Source: an optimization exercise on an open RTL-to-GDS flow (aim: a short achievable clock period and few clock cycles). Production flows keep margins and buffers that such runs may drop.
The RTL was checked by simulation tests, not by an equivalence proof against the original design.
No activity file was given, so power comes from the tool's default toggle rates.

run E:
Design nc_cpu_top, start of the top module:
module nc_cpu_top #(
    parameter cpu_pkg::bank_t RESET_BANK      = 8'h01,
    parameter cpu_pkg::word_t RESET_OFFSET    = 16'h8000,
    parameter cpu_pkg::bank_t RESET_DATA_BANK = 8'h00
) (
    input  logic           clk,
    input  logic           reset_n,
    output logic           mem_valid,
    output logic           mem_we,
    output cpu_pkg::addr_t mem_addr,
    output cpu_pkg::word_t mem_wdata,
    input  logic           mem_ready,
    input  cpu_pkg::word_t mem_rdata,
    output logic           halted
);
Settings: LEC_CHECK=0, ABC_CLOCK_PERIOD_IN_PS=3000, CAP_MARGIN=20, CORE_MARGIN=2, CORE_UTILIZATION=50, PLACE_DENSITY=0.65, SLEW_MARGIN=20, TNS_END_PERCENT=10; clock period 11.0 ns.
standard.sh (not shown) runs the stock make flow with config.mk's settings and CLKGATE_MAP_FILE= SYNTH_SCRIPT=/design/flow/synth_recipe.tcl, a recipe that flattens the netlist after the stock synthesis.
==> flow/flow/run.sh <==
#!/bin/bash
set -euo pipefail
bash standard.sh SETUP_SLACK_MARGIN=7 finish > standard.log 2>&1
Run E was carried through to the last stage, and its layout satisfied the timing, design-rule and antenna checks.
Testbench counts of run E, summed over its fixed seeds: cycles 66,501.
Modified inputs, run C compared to run E
-- flow/design.v --
<<< run E, line 77
    localparam int IB   = 5;            
    localparam int DC_N = 4;     
    localparam int MUL_CYC = 2;  
    localparam int PF_W = 15;     
    localparam logic [15:0] RP2 = RESET_OFFSET + 16'd2;
>>> run C, line 77
    localparam int IB   = 5;            
    localparam int DC_N = 4;     
    localparam int MUL_CYC = 3;  
    localparam int PF_W = 15;     
    localparam logic [15:0] RP2 = RESET_OFFSET + 16'd2;
<<< run E, line 163
    logic [1:0]  mcnt;
    logic        is_mul, mul_last;
    logic [15:0] mul_res;
    assign is_mul   = (op == cpu_pkg::OP_MUL);
    assign mul_last = (mcnt == 2'(MUL_CYC - 1));
    function automatic logic [31:0] csa(input logic [15:0] x, y, z);
        csa = {x ^ y ^ z, ((x & y) | (x & z) | (y & z)) << 1};
>>> run C, line 163
    logic [1:0]  mcnt;
    logic        is_mul, mul_last;
    logic [15:0] ms, mc, mul_res;
    assign is_mul   = (op == cpu_pkg::OP_MUL);
    assign mul_last = (mcnt == 2'(MUL_CYC - 1));
    assign mul_res  = ms + mc;
    function automatic logic [31:0] csa(input logic [15:0] x, y, z);
        csa = {x ^ y ^ z, ((x & y) | (x & z) | (y & z)) << 1};
<<< run E, line 196
        l5[2] = l4[3];
        {mt_s, mt_c} = csa(l5[0], l5[1], l5[2]);
        mul_res = mt_s + mt_c;
    end
    always_ff @(posedge clk or negedge reset_n) begin
>>> run C, line 197
        l5[2] = l4[3];
        {mt_s, mt_c} = csa(l5[0], l5[1], l5[2]);
    end
    always_ff @(posedge clk or negedge reset_n) begin
<<< run E, line 210
            for (int i = 0; i < 6; i++)
                m3[i] <= l3[i];
    end
    logic        wr_en, set_zn, set_cv, dbr_wr;
>>> run C, line 210
            for (int i = 0; i < 6; i++)
                m3[i] <= l3[i];
        ms <= mt_s;
        mc <= mt_c;
    end
    logic        wr_en, set_zn, set_cv, dbr_wr;
<<< run E, line 220
    assign z_add = ((rs_val ^ rt_val) == 16'((rs_val | rt_val) << 1));
    assign z_eq  = (rs_val == rt_val);
    assign z_mul = ((mt_s ^ mt_c) == 16'((mt_s | mt_c) << 1));
    always_comb begin
        wr_en  = 1'b0;
>>> run C, line 222
    assign z_add = ((rs_val ^ rt_val) == 16'((rs_val | rt_val) << 1));
    assign z_eq  = (rs_val == rt_val);
    assign z_mul = ((ms ^ mc) == 16'((ms | mc) << 1));
    always_comb begin
        wr_en  = 1'b0;
<<< run E, line 377
    end
    logic signed [10:0] rd_db;
    logic [15:0]        jd;       
    logic               jd_fit;   
    always_comb begin
        if (is_jmpi)
>>> run C, line 379
    end
    logic signed [10:0] rd_db;
    always_comb begin
        if (is_jmpi)
<<< run E, line 384
        else
            rd_db = 11'(signed'({{2{qi0[8]}}, qi0[8:0]})) + 11'sd2;
        rd_db  = rd_db - (qv1 ? 11'sd4 : 11'sd2);
        jd     = rs_val - fpc;
        jd_fit = (jd[15:10] == 6'h00) || (jd[15:10] == 6'h3F);
    end
    logic signed [10:0] rd_ahead, rd_back;
>>> run C, line 384
        else
            rd_db = 11'(signed'({{2{qi0[8]}}, qi0[8:0]})) + 11'sd2;
        rd_db = rd_db - (qv1 ? 11'sd4 : 11'sd2);
    end
    logic signed [10:0] rd_ahead, rd_back;
<<< run E, line 400
    logic missing, pf_ok;
    assign missing = !rdq && (ahead != 6'd0) && !fhit && !in_fpc;
    assign pf_ok   = !pstop && !halted && !redir && !missing &&
                     (ahead_e < 6'(PF_W)) && !((ahead_e == 6'd0) && fhit_e);
    logic iss;
    assign iss = bus_free && !dpend && !post_nw && pf_ok;
    logic [15:0] ppc_inc;
    logic [5:0]  ahead_inc, ahead_dec, back_inc;
    assign ppc_inc   = ppc_e + 16'd2;
    assign ahead_inc = ahead_e + 6'd1;
    assign ahead_dec = ahead_e - 6'd1;
    assign back_inc  = (back_e == 6'(BMAX)) ? back_e : back_e + 6'd1;
>>> run C, line 398
    logic missing, pf_ok;
    assign missing = !rdq && (ahead != 6'd0) && !fhit && !in_fpc;
    assign pf_ok   = !rdq && !pstop && !halted && !redir && !missing &&
                     (ahead < 6'(PF_W)) && !((ahead == 6'd0) && fhit);
    logic iss;
    assign iss = bus_free && !dpend && !post_nw && pf_ok;
    logic [15:0] ppc_inc;
    logic [5:0]  ahead_inc, ahead_dec, back_inc;
    assign ppc_inc   = ppc + 16'd2;
    assign ahead_inc = ahead + 6'd1;
    assign ahead_dec = ahead_e - 6'd1;
    assign back_inc  = (back_e == 6'(BMAX)) ? back_e : back_e + 6'd1;
<<< run E, line 428
                back_n = back_inc;
                if (ahead_e != 6'd0)
                    ahead_n = iss ? ahead_e : ahead_dec;
                else
                    ahead_n = iss ? ahead_inc : ahead_e;
>>> run C, line 426
                back_n = back_inc;
                if (ahead_e != 6'd0)
                    ahead_n = iss ? ahead : ahead_dec;
                else
                    ahead_n = iss ? ahead_inc : ahead_e;
<<< run E, line 578
        end
        if (redir) begin
            if (is_jmp) begin
                rdw  <= jd[10:1];
                rdok <= jd_fit && !jd[0];
            end else begin
                rdw  <= rd_db[10:1];
                rdok <= !rd_db[0];
            end
        end
        if (bus_done && bfetch) begin
>>> run C, line 576
        end
        if (redir) begin
            rdw  <= rd_db[10:1];
            rdok <= !is_jmp && !rd_db[0];
        end
        if (bus_done && bfetch) begin
<<< run E, line 598
                bwdata <= rd_val;
            end else if (iss) begin
                baddr  <= {RESET_BANK, ppc_e};
            end
        end
>>> run C, line 591
                bwdata <= rd_val;
            end else if (iss) begin
                baddr  <= {RESET_BANK, ppc};
            end
        end
## What came out
- The run showing the greater sequential share of layout area is run C.
- Delta (run C minus run E): share of total power in combinational logic lost 6.4 points; met3 routing resource usage after global routing down 0.92 points; final core utilization flat.
- Number of global-route vias before repair is lower on run C
- Looking at sequential cell area in the final layout, run C sits 1.1% above run E.
- Run C | stages: all done | timing, DRC, antenna: all pass
- Run E -> run C: via count decreased by a little under 10%
- Run C vs run E: net count of the mapped netlist down in run C
- On total negative slack, run E and run C are basically level.
- Wire length: run E and run C compared, higher one is run E
Testbench counts of run C, summed over its fixed seeds: cycles 69,383.

-- what the ideal ports hide --
The results above use ideal ports. As a check the final layouts listed here were re-extracted and re-timed, cells and wires unchanged. Step 1, drivers: a clkbuf_16 drives clk and a buf_2 each remaining input, both assumed. Step 2 times the ports against the registers' clock, not the clock port: input delays grow and output delays shrink by t, the midpoint of the rising clock arrivals with the driver on. a / b / c = ideal ports / drivers / drivers and shift; a / b = the first two.
run	t (ns)	setup WS [ns]	worst register clock-pin slew, ns
run E	0.910	6.543 / 6.543 / 6.127	0.08 / 0.08
run C	0.895	6.425 / 6.425 / 5.870	0.07 / 0.07
After both steps setup and hold are still met in every run listed. The setup slack of run C, which loses most, moves by 0.000 ns with the drivers and by -0.555 ns with both steps.
